Source: an optimization exercise on an open RTL-to-GDS flow (aim: a short achievable clock period and few clock cycles). Production flows keep margins and buffers that such runs may drop. The RTL was checked by simulation tests, not by an equivalence proof against the original design. Power and IR drop assume default switching activity.

// cpu
module cpu (
	input logic clk,
	input logic reset,
	input logic [127:0] ifetch_rdata,
	output logic [11:0] ifetch_address,
	input logic [127:0] mem_rdata,
	input logic mem_resp,
	output logic mem_read,
	output logic mem_write,
	output logic [127:0] mem_wdata,
	output logic [11:0] mem_address,
	output logic [15:0] mem_sel
);
Size in the first run: about 430 I/O pins.
Settings: LEC_CHECK=0, CAP_MARGIN=20, CORE_MARGIN=2, CORE_UTILIZATION=40, SETUP_SLACK_MARGIN=2.2, SLEW_MARGIN=20; clock period 4.4 ns.
standard.sh (not shown) runs the stock make flow with config.mk's settings and CLKGATE_MAP_FILE= SYNTH_SCRIPT=/design/flow/synth_recipe.tcl, a recipe that flattens the netlist after the stock synthesis.
==> flow/flow/run.sh <==
#!/bin/bash
# Layout flow: the standard synthesis; then the combinational logic is
# re-mapped by ABC for delay (flow/resynth.tcl, flow/abc.script), keeping
# every register as the standard synthesis made it; then the standard
# layout from the floorplan on. Each tool's output goes to its own log here.
set -euo pipefail
HERE=$(pwd)
bash standard.sh synth > synth.log 2>&1
R=$HERE/orfs/results/$FLOW_PLATFORM/cpu/base
cp "$R/1_2_yosys.v" "$HERE/1_2_yosys_standard.v"
YOSYS=$(command -v yosys || echo "$FLOW_HOME/../tools/install/yosys/bin/yosys")
RS_IN="$HERE/1_2_yosys_standard.v" RS_OUT="$R/1_2_yosys.v" RS_TOP="$FLOW_TOP" \
	RS_LIB="$FLOW_HOME/platforms/$FLOW_PLATFORM/lib/sky130_fd_sc_hd__tt_025C_1v80.lib" \
	RS_SCRIPT="$HERE/flow/abc.script" "$YOSYS" -c "$HERE/flow/resynth.tcl" > resynth.log 2>&1
bash standard.sh > layout.log 2>&1
==> flow/flow/abc.script <==
strash
dch -f
map -D 1000
buffer -p
upsize -D 1000
dnsize -D 1000
==> flow/flow/resynth.tcl <==
# Re-map the combinational logic of the standard synthesis with ABC for
# delay. Every sequential cell (so every register, with its name and cell
# type) is kept as it is; only the logic between them changes.
# env: RS_IN RS_OUT RS_TOP RS_LIB RS_SCRIPT
yosys -import
set lib $::env(RS_LIB)
read_liberty -ignore_miss_func -ignore_miss_dir $lib
blackbox sky130_fd_sc_hd__*df* sky130_fd_sc_hd__*dl* sky130_fd_sc_hd__*sdf* sky130_fd_sc_hd__conb_1
read_verilog $::env(RS_IN)
hierarchy -top $::env(RS_TOP)
flatten
opt_clean -purge
set dont_use {}
foreach c {sky130_fd_sc_hd__probe_p_8 sky130_fd_sc_hd__probec_p_8 sky130_fd_sc_hd__lpflow_*} { lappend dont_use -dont_use $c }
set f [open abc.constr w]
puts $f "set_driving_cell sky130_fd_sc_hd__buf_1"
puts $f "set_load 5"
close $f
abc -script $::env(RS_SCRIPT) -liberty $lib {*}$dont_use -constr abc.constr
read_liberty -lib -ignore_redef $lib
opt_clean -purge
hilomap -singleton -hicell sky130_fd_sc_hd__conb_1 HI -locell sky130_fd_sc_hd__conb_1 LO
insbuf -buf sky130_fd_sc_hd__buf_4 A X
splitnets
opt_clean -purge
stat -liberty $lib
check -assert -mapped
write_verilog -noattr -nohex -nodec $::env(RS_OUT)
The starting point completed with no timing, DRC or antenna violations.
Testbench counts at the start, summed over its fixed seeds: cycles 36,156.
Change:
==> flow/run.sh (new file) <==
#!/bin/bash
# synth_recipe.tcl (not shown) runs the flow's synth.tcl, then flattens the netlist and writes it again
# the make line also repeats each setting of config.mk as NAME=value (left out here)
make -C /OpenROAD-flow-scripts/flow DESIGN_CONFIG=/design/flow/config.mk WORK_HOME=/design/flow/orfs CLKGATE_MAP_FILE= SYNTH_SCRIPT=/design/flow/synth_recipe.tcl finish
removed: flow/flow/run.sh
removed: flow/flow/abc.script
removed: flow/flow/resynth.tcl
removed: flow/standard.sh
- power is lower by 3.4%
- global-route usage is lower by 5.9 points
- clock power is higher by about 0.9%
- design area is lower by 2.3%

yarrow:
Another version of the RTL of cpu (not shown whole).
Size: about 5900 cells after synthesis, ~870 flip-flops, ~430 I/O pins, roughly 54000 um^2 of cells after synthesis.
make LEC_CHECK=0 CAP_MARGIN=20 CORE_MARGIN=2 CORE_UTILIZATION=40 SETUP_SLACK_MARGIN=2.2 SLEW_MARGIN=20 finish   # period 4.4 ns
run.sh (not shown) runs the stock make flow with config.mk's settings and CLKGATE_MAP_FILE= SYNTH_SCRIPT=/design/flow/synth_recipe.tcl, a recipe that flattens the netlist after the stock synthesis.
Stock flow here: none of the scripts above is used.
Testbench counts of yarrow, summed over its fixed seeds: cycles 35,439.
The following lists how violet was set up differently from yarrow:
==> flow/flow/run.sh (new file) <==
#!/bin/bash
# Layout flow: the standard synthesis; then the combinational logic is
# re-mapped by ABC for delay (flow/resynth.tcl, flow/abc.script), keeping
# every register as the standard synthesis made it; then the standard
# layout from the floorplan on. Each tool's output goes to its own log here.
set -euo pipefail
HERE=$(pwd)
bash standard.sh synth > synth.log 2>&1
R=$HERE/orfs/results/$FLOW_PLATFORM/cpu/base
cp "$R/1_2_yosys.v" "$HERE/1_2_yosys_standard.v"
YOSYS=$(command -v yosys || echo "$FLOW_HOME/../tools/install/yosys/bin/yosys")
RS_IN="$HERE/1_2_yosys_standard.v" RS_OUT="$R/1_2_yosys.v" RS_TOP="$FLOW_TOP" \
	RS_LIB="$FLOW_HOME/platforms/$FLOW_PLATFORM/lib/sky130_fd_sc_hd__tt_025C_1v80.lib" \
	RS_SCRIPT="$HERE/flow/abc.script" "$YOSYS" -c "$HERE/flow/resynth.tcl" > resynth.log 2>&1
bash standard.sh > layout.log 2>&1
==> flow/flow/abc.script (new file) <==
strash
dch -f
map -D 1000
buffer -p
upsize -D 1000
dnsize -D 1000
==> flow/flow/resynth.tcl (new file) <==
# Re-map the combinational logic of the standard synthesis with ABC for
# delay. Every sequential cell (so every register, with its name and cell
# type) is kept as it is; only the logic between them changes.
# env: RS_IN RS_OUT RS_TOP RS_LIB RS_SCRIPT
yosys -import
set lib $::env(RS_LIB)
read_liberty -ignore_miss_func -ignore_miss_dir $lib
blackbox sky130_fd_sc_hd__*df* sky130_fd_sc_hd__*dl* sky130_fd_sc_hd__*sdf* sky130_fd_sc_hd__conb_1
read_verilog $::env(RS_IN)
hierarchy -top $::env(RS_TOP)
flatten
opt_clean -purge
set dont_use {}
foreach c {sky130_fd_sc_hd__probe_p_8 sky130_fd_sc_hd__probec_p_8 sky130_fd_sc_hd__lpflow_*} { lappend dont_use -dont_use $c }
set f [open abc.constr w]
puts $f "set_driving_cell sky130_fd_sc_hd__buf_1"
puts $f "set_load 5"
close $f
abc -script $::env(RS_SCRIPT) -liberty $lib {*}$dont_use -constr abc.constr
read_liberty -lib -ignore_redef $lib
opt_clean -purge
hilomap -singleton -hicell sky130_fd_sc_hd__conb_1 HI -locell sky130_fd_sc_hd__conb_1 LO
insbuf -buf sky130_fd_sc_hd__buf_4 A X
splitnets
opt_clean -purge
stat -liberty $lib
check -assert -mapped
write_verilog -noattr -nohex -nodec $::env(RS_OUT)
==> flow/standard.sh (new file) <==
#!/bin/bash
# synth_recipe.tcl (not shown) runs the flow's synth.tcl, then flattens the netlist and writes it again
# the make line also repeats each setting of config.mk as NAME=value (left out here)
make -C /OpenROAD-flow-scripts/flow DESIGN_CONFIG=/design/flow/config.mk WORK_HOME=/design/flow/orfs CLKGATE_MAP_FILE= SYNTH_SCRIPT=/design/flow/synth_recipe.tcl "${@:-finish}"
removed: flow/run.sh
--- outcome ---
Between yarrow and violet, normalized max-slew margin is higher for violet, yarrow comes in under that. Compared to yarrow, violet has area after synthesis 0.76% lower. Actual transition at the worst max-transition pin: lower on violet. Core region area: violet vs yarrow down 1.1%.

Another version of the RTL of cpu (not shown whole).
Size in the first run: ~7200 cells after synthesis.
// cpu
module cpu (
	input logic clk,
	input logic reset,
	input logic [127:0] ifetch_rdata,
	output logic [11:0] ifetch_address,
	input logic [127:0] mem_rdata,
	input logic mem_resp,
	output logic mem_read,
	output logic mem_write,
	output logic [127:0] mem_wdata,
	output logic [11:0] mem_address,
	output logic [15:0] mem_sel
);
clock: 4.4 ns
lec_check: 0
cap_margin: 20
core_margin: 2
core_utilization: 40
setup_slack_margin: 2.2
slew_margin: 20
standard.sh (not shown) runs the stock make flow with config.mk's settings and CLKGATE_MAP_FILE= SYNTH_SCRIPT=/design/flow/synth_recipe.tcl, a recipe that flattens the netlist after the stock synthesis.
==> flow/flow/run.sh <==
#!/bin/bash
# Layout flow: the standard synthesis; then the combinational logic is
# re-mapped by ABC for delay (flow/resynth.tcl, flow/abc.script), keeping
# every register as the standard synthesis made it; then the standard
# layout from the floorplan on. Each tool's output goes to its own log here.
set -euo pipefail
HERE=$(pwd)
bash standard.sh synth > synth.log 2>&1
R=$HERE/orfs/results/$FLOW_PLATFORM/cpu/base
cp "$R/1_2_yosys.v" "$HERE/1_2_yosys_standard.v"
YOSYS=$(command -v yosys || echo "$FLOW_HOME/../tools/install/yosys/bin/yosys")
# if the re-mapping fails, the standard netlist is laid out as it is
if ! RS_IN="$HERE/1_2_yosys_standard.v" RS_OUT="$HERE/1_2_yosys_remapped.v" RS_TOP="$FLOW_TOP" \
	RS_LIB="$FLOW_HOME/platforms/$FLOW_PLATFORM/lib/sky130_fd_sc_hd__tt_025C_1v80.lib" \
	RS_SCRIPT="$HERE/flow/abc.script" "$YOSYS" -c "$HERE/flow/resynth.tcl" > resynth.log 2>&1; then
	echo "re-mapping failed; keeping the standard netlist" >> resynth.log
else
	cp "$HERE/1_2_yosys_remapped.v" "$R/1_2_yosys.v"
fi
bash standard.sh > layout.log 2>&1
==> flow/flow/abc.script <==
strash
dch -f
map -D 500
topo
buffer -p
upsize -D 500
dnsize -D 500
==> flow/flow/resynth.tcl <==
# Re-map the combinational logic of the standard synthesis with ABC for
# delay. Every sequential cell (so every register, with its name and cell
# type) is kept as it is; only the logic between them changes.
# env: RS_IN RS_OUT RS_TOP RS_LIB RS_SCRIPT
yosys -import
set lib $::env(RS_LIB)
read_liberty -ignore_miss_func -ignore_miss_dir $lib
blackbox sky130_fd_sc_hd__*df* sky130_fd_sc_hd__*dl* sky130_fd_sc_hd__*sdf* sky130_fd_sc_hd__conb_1
read_verilog $::env(RS_IN)
hierarchy -top $::env(RS_TOP)
flatten
opt_clean -purge
set dont_use {}
foreach c {sky130_fd_sc_hd__probe_p_8 sky130_fd_sc_hd__probec_p_8 sky130_fd_sc_hd__lpflow_*} { lappend dont_use -dont_use $c }
set f [open abc.constr w]
puts $f "set_driving_cell sky130_fd_sc_hd__buf_1"
puts $f "set_load 5"
close $f
abc -script $::env(RS_SCRIPT) -liberty $lib {*}$dont_use -constr abc.constr
read_liberty -lib -ignore_redef $lib
opt_clean -purge
hilomap -singleton -hicell sky130_fd_sc_hd__conb_1 HI -locell sky130_fd_sc_hd__conb_1 LO
insbuf -buf sky130_fd_sc_hd__buf_4 A X
splitnets
opt_clean -purge
stat -liberty $lib
check -assert -mapped
write_verilog -noattr -nohex -nodec $::env(RS_OUT)
The first run completed without violations.
Testbench counts at the start, summed over its fixed seeds: cycles 34,924.
Edit:
==> flow/flow/run.sh (replaced) <==
#!/bin/bash
# Layout flow: the standard synthesis; then the combinational logic is
# re-mapped by ABC for delay (flow/resynth.tcl, flow/abc.script), keeping
# every register as the standard synthesis made it; then the standard
# layout from the floorplan on. Each tool's output goes to its own log here.
set -euo pipefail
HERE=$(pwd)
bash standard.sh synth > synth.log 2>&1
R=$HERE/orfs/results/$FLOW_PLATFORM/cpu/base
cp "$R/1_2_yosys.v" "$HERE/1_2_yosys_standard.v"
YOSYS=$(command -v yosys || echo "$FLOW_HOME/../tools/install/yosys/bin/yosys")
RS_IN="$HERE/1_2_yosys_standard.v" RS_OUT="$R/1_2_yosys.v" RS_TOP="$FLOW_TOP" \
	RS_LIB="$FLOW_HOME/platforms/$FLOW_PLATFORM/lib/sky130_fd_sc_hd__tt_025C_1v80.lib" \
	RS_SCRIPT="$HERE/flow/abc.script" "$YOSYS" -c "$HERE/flow/resynth.tcl" > resynth.log 2>&1
bash standard.sh > layout.log 2>&1
==> flow/flow/abc.script (replaced) <==
strash
dch -f
map -D 1000
buffer -p
upsize -D 1000
dnsize -D 1000
After rerunning: The new run passed the timing, DRC and antenna checks; total power grows slightly; clock skew shrinks by 3.5 ps; global-route usage shrinks by 0.84 points; register-to-register slack is worse by 100 ps; cell count stays flat.

[port drivers added, routing unchanged]
Ports are ideal in the flow. The routed layouts listed here were re-timed in OpenROAD. Step 1 assumes that a clkbuf_16 drives the clock port and a buf_2 every other input. Step 2 also shifts input and output timing later by t, the mid clock arrival at the registers, as if the neighbouring blocks saw the same clock. Slacks: no drivers / after step 1 / after step 2; pairs: no drivers / after step 1.
run | shift t [ns] | setup WS [ns] | hold slack, ns | worst register clock-pin slew, ns | pins driven straight from the clock port
the first run of note 1 | 0.790 | 1.779 / 1.779 / 1.171 | 0.331 / 0.331 / 0.331 | 0.07 / 0.07 | 1
the second run of note 1 | 0.777 | 1.417 / 1.417 / 1.024 | 0.341 / 0.341 / 0.341 | 0.07 / 0.07 | 1
yarrow | 0.782 | 1.602 / 1.602 / 0.911 | 0.343 / 0.343 / 0.343 | 0.07 / 0.07 | 1
violet | 0.827 | 1.806 / 1.806 / 1.170 | 0.324 / 0.324 / 0.324 | 0.07 / 0.07 | 1
the first run of note 3 | 0.839 | 1.888 / 1.862 / 1.152 | 0.338 / 0.338 / 0.338 | 0.07 / 0.07 | 1
the second run of note 3 | 0.841 | 1.784 / 1.784 / 1.068 | 0.337 / 0.337 / 0.337 | 0.07 / 0.07 | 1
After both steps setup and hold are still met in every run listed. For the first run of note 3, which loses most, drivers alone change the setup slack by -0.026 ns; drivers and shift together by -0.736 ns.
